This is an optimization exercise on Yosys and OpenROAD, whose aim is small area and a short achievable clock period, not a production implementation.
Only simulation tests tie the RTL to the original design; equivalence was not proved.
Power is estimated from default activity; no workload was simulated.

[flow/config.mk]
export PLATFORM = sky130hd
export DESIGN_NAME = itch_book_builder
export DESIGN_NICKNAME = itch_book_builder
export VERILOG_FILES = /design/flow/design.v
export SDC_FILE = /design/flow/constraint.sdc
export NUM_CORES = 4
export LEC_CHECK = 0
export CAP_MARGIN = 20
export CORE_MARGIN = 2
export CORE_UTILIZATION = 40
export SLEW_MARGIN = 20
[flow/constraint.sdc]
create_clock -name core_clock -period 12.5 [get_ports {clkIn}]
set_input_delay 2.5000 -clock core_clock [delete_from_list [all_inputs] [get_ports {clkIn}]]
set_output_delay 2.5000 -clock core_clock [all_outputs]
set_load 0.01 [all_outputs]
[flow/design.v]
module itch_book_builder #(
  parameter logic [15:0] LOCATE = 16'h0001,
  parameter int          DEPTH  = 8
) (
  input  logic        clkIn,
  input  logic        rstIn,
  input  logic        msgValidIn,
  input  logic [1:0]  msgTypeIn,
  input  logic [15:0] locateIn,
  input  logic        buySellIn,
  input  logic [31:0] sharesIn,
  input  logic [31:0] priceIn,
  input  logic        clearIn,
  output logic        bidValidOut,
  output logic [31:0] bidPriceOut,
  output logic [31:0] bidSharesOut,
  output logic        askValidOut,
  output logic [31:0] askPriceOut,
  output logic [31:0] askSharesOut,
  output logic        topUpdateOut,
  output logic        dropOut,
  output logic        missOut
);
  logic        ev_acc_q, ev_clr_q, ev_add_q, ev_bid_q;
  logic [31:0] ev_key_q, ev_sh_q;
  logic [DEPTH-1:0][31:0] key_q [2];
  logic [DEPTH-1:0][31:0] sh_q  [2];
  logic [DEPTH-1:0]       v_q   [2];
  logic [DEPTH-1:0][31:0] key_d [2];
  logic [DEPTH-1:0][31:0] sh_d  [2];
  logic [DEPTH-1:0]       v_d   [2];
  logic top_upd_q, drop_q, miss_q;
  logic top_upd_d, drop_d, miss_d;
  always_ff @(posedge clkIn) begin
    if (rstIn) begin
      ev_acc_q <= 1'b0;
      ev_clr_q <= 1'b0;
    end else begin
      ev_acc_q <= msgValidIn && (locateIn == LOCATE) && !clearIn;
      ev_clr_q <= clearIn;
    end
    ev_add_q <= (msgTypeIn == 2'b00);
    ev_bid_q <= buySellIn;
    ev_key_q <= buySellIn ? ~priceIn : priceIn;
    ev_sh_q  <= sharesIn;
  end
  logic [DEPTH-1:0][31:0] cur_key, cur_sh;
  logic [DEPTH-1:0]       cur_v;
  logic [DEPTH-1:0]       lt, eq, pos1h, gtpos, gepos;
  logic        hit, full_worse;
  logic [31:0] hit_sh, mod_sh, wr_sh;
  logic [32:0] add_sum, sub_dif;
  logic        sh_gt, sh_ge;
  logic        ins, rem, modf;
  always_comb begin
    for (int i = 0; i < DEPTH; i++) begin
      cur_key[i] = ev_bid_q ? key_q[1][i] : key_q[0][i];
      cur_sh[i]  = ev_bid_q ? sh_q[1][i]  : sh_q[0][i];
    end
    cur_v = ev_bid_q ? v_q[1] : v_q[0];
    hit_sh = '0;
    for (int i = 0; i < DEPTH; i++) begin
      lt[i] = cur_v[i] && (cur_key[i] < ev_key_q);
      eq[i] = cur_v[i] && (cur_key[i] == ev_key_q);
      hit_sh = hit_sh | (cur_sh[i] & {32{eq[i]}});
    end
    hit = |eq;
    for (int i = 0; i < DEPTH; i++) begin
      pos1h[i] = (i == 0 ? 1'b1 : lt[i-1]) && !lt[i];
      gtpos[i] = (i == 0 ? 1'b0 : !lt[i-1]);
      gepos[i] = !lt[i];
    end
    full_worse = cur_v[DEPTH-1] && lt[DEPTH-1];
    add_sum = {1'b0, hit_sh} + {1'b0, ev_sh_q};
    sub_dif = {1'b0, hit_sh} - {1'b0, ev_sh_q};
    sh_gt   = sub_dif[32];
    sh_ge   = sh_gt || (ev_sh_q == hit_sh);
    mod_sh  = ev_add_q ? (add_sum[32] ? 32'hFFFF_FFFF : add_sum[31:0]) : sub_dif[31:0];
    ins  = ev_add_q && !hit && !full_worse;
    rem  = !ev_add_q && hit && sh_ge;
    modf = hit && (ev_add_q || !sh_ge);
    wr_sh = ins ? ev_sh_q : mod_sh;
    drop_d = ev_acc_q && ev_add_q && !hit && cur_v[DEPTH-1];
    miss_d = ev_acc_q && !ev_add_q && (!hit || sh_gt);
  end
  always_comb begin
    for (int s = 0; s < 2; s++) begin
      key_d[s] = key_q[s];
      sh_d[s]  = sh_q[s];
      v_d[s]   = v_q[s];
      if (ev_clr_q) begin
        v_d[s] = '0;
      end else if (ev_acc_q && (ev_bid_q == s[0])) begin
        for (int i = 0; i < DEPTH; i++) begin
          if (ins && gtpos[i]) begin
            key_d[s][i] = key_q[s][i-1];
            sh_d[s][i]  = sh_q[s][i-1];
            v_d[s][i]   = v_q[s][i-1];
          end else if (ins && pos1h[i]) begin
            key_d[s][i] = ev_key_q;
            sh_d[s][i]  = wr_sh;
            v_d[s][i]   = 1'b1;
          end else if (modf && pos1h[i]) begin
            sh_d[s][i]  = wr_sh;
          end else if (rem && gepos[i]) begin
            if (i < DEPTH - 1) begin
              key_d[s][i] = key_q[s][i+1];
              sh_d[s][i]  = sh_q[s][i+1];
              v_d[s][i]   = v_q[s][i+1];
            end else begin
              v_d[s][i]   = 1'b0;
            end
          end
        end
      end
    end
    if (ev_clr_q)
      top_upd_d = v_q[0][0] || v_q[1][0];
    else
      top_upd_d = ev_acc_q && ((ins && pos1h[0]) || (rem && eq[0]) ||
                               (modf && eq[0] && (|ev_sh_q) && !(ev_add_q && (&hit_sh))));
  end
  always_ff @(posedge clkIn) begin
    if (rstIn) begin
      v_q[0]    <= '0;
      v_q[1]    <= '0;
      top_upd_q <= 1'b0;
      drop_q    <= 1'b0;
      miss_q    <= 1'b0;
    end else begin
      v_q[0]    <= v_d[0];
      v_q[1]    <= v_d[1];
      top_upd_q <= top_upd_d;
      drop_q    <= drop_d;
      miss_q    <= miss_d;
    end
    key_q[0] <= key_d[0];
    key_q[1] <= key_d[1];
    sh_q[0]  <= sh_d[0];
    sh_q[1]  <= sh_d[1];
  end
  assign bidValidOut  = v_q[1][0];
  assign bidPriceOut  = ~key_q[1][0] & {32{v_q[1][0]}};
  assign bidSharesOut = sh_q[1][0] & {32{v_q[1][0]}};
  assign askValidOut  = v_q[0][0];
  assign askPriceOut  = key_q[0][0] & {32{v_q[0][0]}};
  assign askSharesOut = sh_q[0][0] & {32{v_q[0][0]}};
  assign topUpdateOut = top_upd_q;
  assign dropOut      = drop_q;
  assign missOut      = miss_q;
endmodule
[flow/run.sh]
#!/bin/bash
# synth_recipe.tcl (not shown) runs the flow's synth.tcl, then flattens the netlist and writes it again
# the make line also repeats each setting of config.mk as NAME=value (left out here)
make -C /OpenROAD-flow-scripts/flow DESIGN_CONFIG=/design/flow/config.mk WORK_HOME=/design/flow/orfs CLKGATE_MAP_FILE= SYNTH_SCRIPT=/design/flow/synth_recipe.tcl finish
==> summary.txt <==
min Tclk post-route=9.336 ns; layout cells sized above 1=10.45%; P&R area growth vs syn=13.07%; Root Buffer Master=clkbuf_16; post-CTS sizing=0; top cells by count, synth=edfxtp_1, a21oi_1, nor2_1, nand2_1, o22ai_1; CP Class=flop to flop; count leader, synth=edfxtp_1; 1st-pass router iterations=8; detail-routed via count per cell=6.502; setup TNS=0 ns; Setup violations, final=0; HP Class=flop to flop; number of antenna violations at the first check in global routing=5; Initial Utilization=40.33%; Async SR Flop Fraction=0%; Total Routed Length=278000 um; area leader, netlist=edfxtp_1; crit-path cells=buf_12 > mux2_2 > ha_1 > nand4_1 > nor4_2 > buf_4 > nand3_2 > buf_4 > o22ai_1 > nor4_1 > o21ai_0 > ha_1 > a21o_1 > a21oi_1 > o21bai_1 > a311oi_1 > o311ai_2 > nand2_1 > a21oi_2 > o21a_1 > o21a_1 > nor2_4 > buf_4; number of synthesized flops with an enable pin=1024; Slew @ Worst Pin=1.329 ns; dpl cells=9070; width of the die=417.6 um; status=no timing/DRC/antenna violations; CTS Buffer Depth=3; R2R Path Start=ev_bid_q; ys flop type=edfxtp_1; crit share post-route=74.68%; Max Fanout on Critical Path=62; Post-Syn Area=68430 um^2; Final Non-Filler Cells=9320; GRT Total Usage=30.95%; max-slew violations=0; relative max-transition margin=10.82%; FMAX=0.1071 GHz; hpwl dp=183700 um; Reg clk slew, reported paths=0.06 ns; total CTS buffers=134; total die area=174400 um^2; nets@finish=7401; H-tree Lvls=4; CTS tree=yes; Unique masters post-synth=99; Setup crit end=sh_q[0][138]; hold buffers post-CTS=0; R2R setup slack=3.16 ns; WL/cell=29.83 um; I/O pin cnt=220; Largest delay share family, worst path=simple AND/OR/NAND/NOR gates; Finished Core Util=45.61%; RD Place Congestion=0.9659; crit path DAT=9.82 ns; syn avg cell area=9.769 um^2; Mapped Cells=7005; Bufs and invs on worst path=4; syn_nets=7416; setup repair bufs after CTS=0; aggregate global routing overflow=0; first-pass GRT wire length=401800 um; clock latency on the worst-skew pair=0.83 ns; most frequent CP cell=buf_4; Synth top area share=44.93%; crit path launch=ev_bid_q; Leak=28.59 nW; filler instances=16124; Core Region=169700 um^2; Seq/Total Area, Yosys=47.48%; CP Data Required Time=12.98 ns; remaining antenna violation count after routing=0; Port Buffers=219; Area contributors post-synth=edfxtp_1, a21oi_1, ha_1; R2R cell count=23; P per Cell Area=117.0 nW/um^2; Slowest cell on crit path=nor2_4; max_cap viols=0; Fin. Hold Viols=0; clk sinks=1111; num rows=151; Critical Path Sink Type=flop; Critical Path Start Type=flop; Worst VDD drop=140.2 uV; Die Y=417.6 um; DRC viols=0; worst r2r dst=sh_q[0][138]; vias=60598; initial DRC count=8012; RSZ-0062 raised after global routing=no; Synth Warn #=13; slowest stage delay, CP=0.93 ns; Stages on worst setup path=23; vias in the first global route=58343; clk_skew=0.04418 ns; largest net degree at the start of global routing=128; post-synthesis register bit count=1111
routing by layer:
| layer | global-route usage [%] | vias to the layer above | part of all wire, % |
|---|---|---|---|
| met5 | 0 | - | 0.017 |
| met4 | 14.70 | 6 | 5.3 |
| met3 | 5.787 | 728 | 10 |
| met2 | 48.18 | 3829 | 45 |
| met1 | 41.54 | 29845 | 40 |
| li1 | - | 26190 | - |
layout by cell type (no fill, tap or decap), types with 18 or more instances in the layout:
master           synthesis  final
edfxtp_1              1024   1024
a21oi_1                911    909
nor2_1                 776    740
nand2_1                726    718
o22ai_1                363    362
ha_1                   322    322
o21ai_0                300    297
mux2i_1                272    272
mux2_2                 249    249
clkdlybuf4s50_1          0    218
o22a_1                 205    205
buf_4                   10    151
a21o_1                 141    139
clkbuf_16                0    139
and2_1                 115    113
inv_1                  107    107
nand3_1                 98     95
dfxtp_1                 87     83
nand4_1                 71     71
nor2b_1                 60     58
nor3_1                  56     49
nor4_1                  49     48
and3_1                  47     47
nand2b_1                48     47
o211ai_1                39     39
xor2_1                  35     35
o21a_1                  34     34
nor2_4                   1     34
xnor2_1                 28     28
clkbuf_1               343     26
clkinv_2                 0     26
clkinv_1                 1     23
a31oi_1                 23     23
o21ai_1                 23     20
a211oi_1                18     18
metrics by stage:
step                setup WS [ns]  power [W]  hold slack, ns  area [um^2]
finish                      3.165   0.009050          0.4873        77380
global route                2.936   0.009287          0.5124        77370
CTS                         3.423   0.009044          0.4884        77330
detailed placement          3.389   0.005144          0.4803        73010
global placement            3.455   0.005125          0.4759        72930
floorplan                   3.313   0.004813          0.4567        68430
tightest hold or removal path: cells and delay by family, from the launching register on:
kind / cells / cell delay (ns)
flops: 1 / 0.32
compound gates: 2 / 0.11
worst min path at each step:
stage,slack (ns),endpoint,depth (start not counted),startpoint
after floorplan,0.46,v_q[0][7],2,v_q[0][7]
after global placement,0.48,v_q[1][7],2,v_q[1][7]
after detailed placement,0.48,v_q[1][7],2,v_q[1][7]
after CTS,0.49,v_q[1][7],2,v_q[1][7]
after global routing,0.51,v_q[1][7],2,v_q[1][7]
final,0.49,v_q[1][7],2,v_q[1][7]
where the power goes:
part | leakage (nW) | internal [W] | switching [W]
clock | 2.12 | 0.00222 | 0.00174
sequential | 9.90 | 0.00407 | 0.0000669
combinational | 16.6 | 0.000336 | 0.000618
state kept, by name, summed over array words and instances, names as in the netlist:
register   cells
key_q        512
sh_q         512
ev_key_q      32
ev_sh_q       32
v_q           16
drop_q         1
ev_acc_q       1
ev_add_q       1
ev_bid_q       1
ev_clr_q       1
miss_q         1
top_upd_q      1
cells by family (layout without fill, tap and decap cells):
family | count (synthesis) | after routing | synth area share, %
AOI/OAI and AO/OA | 2230 | 2230 | 20.04
other | 0 | 3 | 0
buffers and inverters | 639 | 733 | 3.845
xor gates and xnor gates | 63 | 63 | 0.8063
adders and majority gates | 324 | 324 | 5.946
and+or+nand+nor | 2117 | 2117 | 13.81
muxes | 521 | 521 | 8.076
DFF | 1111 | 1111 | 47.48
layout make-up:
cell class / count / area (um^2) / area share (%)
Multi-Input combinational cell: 5255 / 33840 / 43.73
Tap cell: 2218 / 2775 / 3.587
Sequential cell: 1111 / 32500 / 42.01
Clock buffer: 171 / 3659 / 4.728
Inverter: 109 / 409.1 / 0.5288
Antenna cell: 3 / 7.507 / 0.009702
Timing Repair Buffer: 379 / 3518 / 4.547
Clock inverter: 74 / 666.9 / 0.8619

[what the ideal ports hide]
How much do the figures lean on ideal ports? The routed layout below was timed once more, with nothing changed but the port constraints.
Step 1 sets driving cells, clkbuf_16 on the clock port and buf_2 on the other inputs (assumed; they add their load-dependent delay and slew).
Step 2 moves the port delays by t, midway between the first and last clock arrival at a register: inputs arrive t later, outputs are due t later. That takes back most of the time a late clock gives input paths.
Slacks: ideal / step 1 / step 2; pairs: ideal / step 1.
shift t [ns]: 0.895
setup slack, ns: 3.164 / 3.164 / 3.164
clock arrival spread, ns: 0.044 / 0.044
worst slew at a driven data input, ns: 0.06
pins driven straight from the clock port: 1
After both steps setup and hold are still met in this run. The setup slack of this run moves by 0.000 ns with the drivers and by 0.000 ns with both steps.
